Background: an optimization exercise with open tools, aiming at small area. Do not read the settings as production practice.
Only simulation tests tie the RTL to the original design; equivalence was not proved.
Power and IR drop assume default switching activity.

== job 5643 ==
## rx_adc_conditioner
module rx_adc_conditioner
#(
    parameter int ADDR_DC_OFFSET_CL_EN = DEF_ADDR_DC_OFFSET_CL_EN,
    parameter int ADDR_ADC_OFFSET_0    = DEF_ADDR_ADC_OFFSET_0,
    parameter int ADDR_ADC_OFFSET_1    = DEF_ADDR_ADC_OFFSET_1,
    parameter int ADDR_ADC_OFFSET_2    = DEF_ADDR_ADC_OFFSET_2,
    parameter int ADDR_ADC_OFFSET_3    = DEF_ADDR_ADC_OFFSET_3,
    parameter int ADDR_RX_MUX          = DEF_ADDR_RX_MUX
) (
    input  logic              clock,
    input  logic              reset,
    input  logic              enable,
    input  logic [ADDR_W-1:0] serial_addr,
    input  logic [DATA_W-1:0] serial_data,
    input  logic              serial_strobe,
    input  logic [ADC_W-1:0]  rx_a_a,
    input  logic [ADC_W-1:0]  rx_b_a,
    input  logic [ADC_W-1:0]  rx_a_b,
    input  logic [ADC_W-1:0]  rx_b_b,
    output logic [31:0]       rssi_0,
    output logic [31:0]       rssi_1,
    output logic [31:0]       rssi_2,
    output logic [31:0]       rssi_3,
    output logic [SMP_W-1:0]  ddc0_in_i,
    output logic [SMP_W-1:0]  ddc0_in_q,
    output logic [SMP_W-1:0]  ddc1_in_i,
    output logic [SMP_W-1:0]  ddc1_in_q,
    output logic [SMP_W-1:0]  ddc2_in_i,
    output logic [SMP_W-1:0]  ddc2_in_q,
    output logic [SMP_W-1:0]  ddc3_in_i,
    output logic [SMP_W-1:0]  ddc3_in_q,
    output logic [3:0]        rx_numchan
);
Size: roughly 4400 cells after synthesis.
clock: 5.5 ns
lec_check: 0
abc_area: 1
cap_margin: 20
core_margin: 2
core_utilization: 45
cts_buf_list: sky130_fd_sc_hd__clkbuf_16
cts_cluster_diameter: 50
cts_cluster_size: 40
slew_margin: 20
standard.sh (not shown) runs the stock make flow with config.mk's settings and CLKGATE_MAP_FILE= SYNTH_SCRIPT=/design/flow/synth_recipe.tcl, a recipe that flattens the netlist after the stock synthesis.
==> flow/flow/run.sh <==
#!/bin/bash
# The standard layout, with every port buffered by the smallest buffer
# cell (sky130_fd_sc_hd__buf_1) instead of the one buffer_ports picks.
set -euo pipefail
export BUFFER_PORTS_ARGS="-buffer_cell sky130_fd_sc_hd__buf_1"
bash standard.sh > standard.log 2>&1
No stage failed in job 5643, and the final checks on the layout all came back clean.
[inputs] job 1786 vs job 5643
- CTS_CLUSTER_DIAMETER: 50 -> 60
- CTS_CLUSTER_SIZE: 40 -> 30
## What came out
Job 5643 and job 1786 ended up with roughly the same routing usage on met2. Job 1786: total number of nets in the final design lower than job 5643. Diff job 5643 -> job 1786: final total power shows a reduction of 9.7%, period utilization climbed 0.20 points, clock network power shrank by 30%, cell area after layout shows a reduction of 980 um^2. Share of cells above drive strength 1 was lower in job 1786 than in job 5643. Detailed-route wire length shrinks slightly when moving from job 5643 to job 1786. The final reports for job 1786 and job 5643 show share of power burned in the clock network lower in the former. Tap cell instance count came out exactly the same in job 1786 and job 5643. Relative to job 5643, worst setup slack has decreased by 0.011 ns in job 1786.
> inputs changed (job 1786 -> job 6829)
- a change of CTS_CLUSTER_SIZE from 30 to 40
- a change of CTS_CLUSTER_DIAMETER from 60 to 80
==> flow/run.sh (new file) <==
#!/bin/bash
# synth_recipe.tcl (not shown) runs the flow's synth.tcl, then flattens the netlist and writes it again
# the make line also repeats each setting of config.mk as NAME=value (left out here)
make -C /OpenROAD-flow-scripts/flow DESIGN_CONFIG=/design/flow/config.mk WORK_HOME=/design/flow/orfs CLKGATE_MAP_FILE= SYNTH_SCRIPT=/design/flow/synth_recipe.tcl finish
removed: flow/flow/run.sh
removed: flow/standard.sh
==> comparison <==
- g_ch[2].u_dc.up$_SDFF_PN1_ as the start point of the critical path was reported by job 1786, and mux_q[0]$_SDFFE_PP0P_ by job 6829.
- The standard cells in job 6829 occupy more silicon area than those in job 1786 do.
- On met3 layer wire length in the routed design, the higher figure sits with job 1786, not job 6829.
- Final critical path time including I/O delays and setup: job 6829 vs job 1786, no meaningful difference
- [compare] base=job 1786 new=job 6829: cell area power density now smaller; fmax was more or less identical; clock network contribution to total cell area went down by 1.6 points.

## port drivers added, routing unchanged
Ports are ideal in the flow. The routed layouts listed here were re-timed in OpenROAD.
Step 1 assumes that a clkbuf_16 drives the clock port and a buf_2 every other input.
Step 2 adds t to the input delays and takes it off the output delays; t is the mean of the earliest and latest rising clock arrival at the registers after step 1. Input paths then give back, and output paths get back, about the clock's delay inside the block.
Three values: no drivers, after step 1, after step 2; two values: the first two.
run | t (ns) | slack for setup (ns) | hold WS [ns]
job 5643 | 0.679 | 0.418 / 0.418 / 0.418 | 0.452 / 0.452 / 0.452
job 1786 | 0.657 | 0.407 / 0.407 / 0.407 | 0.461 / 0.461 / 0.461
job 6829 | 0.695 | 0.409 / 0.341 / 0.428 | 0.474 / 0.474 / 0.474
After both steps setup and hold are still met in every run listed.
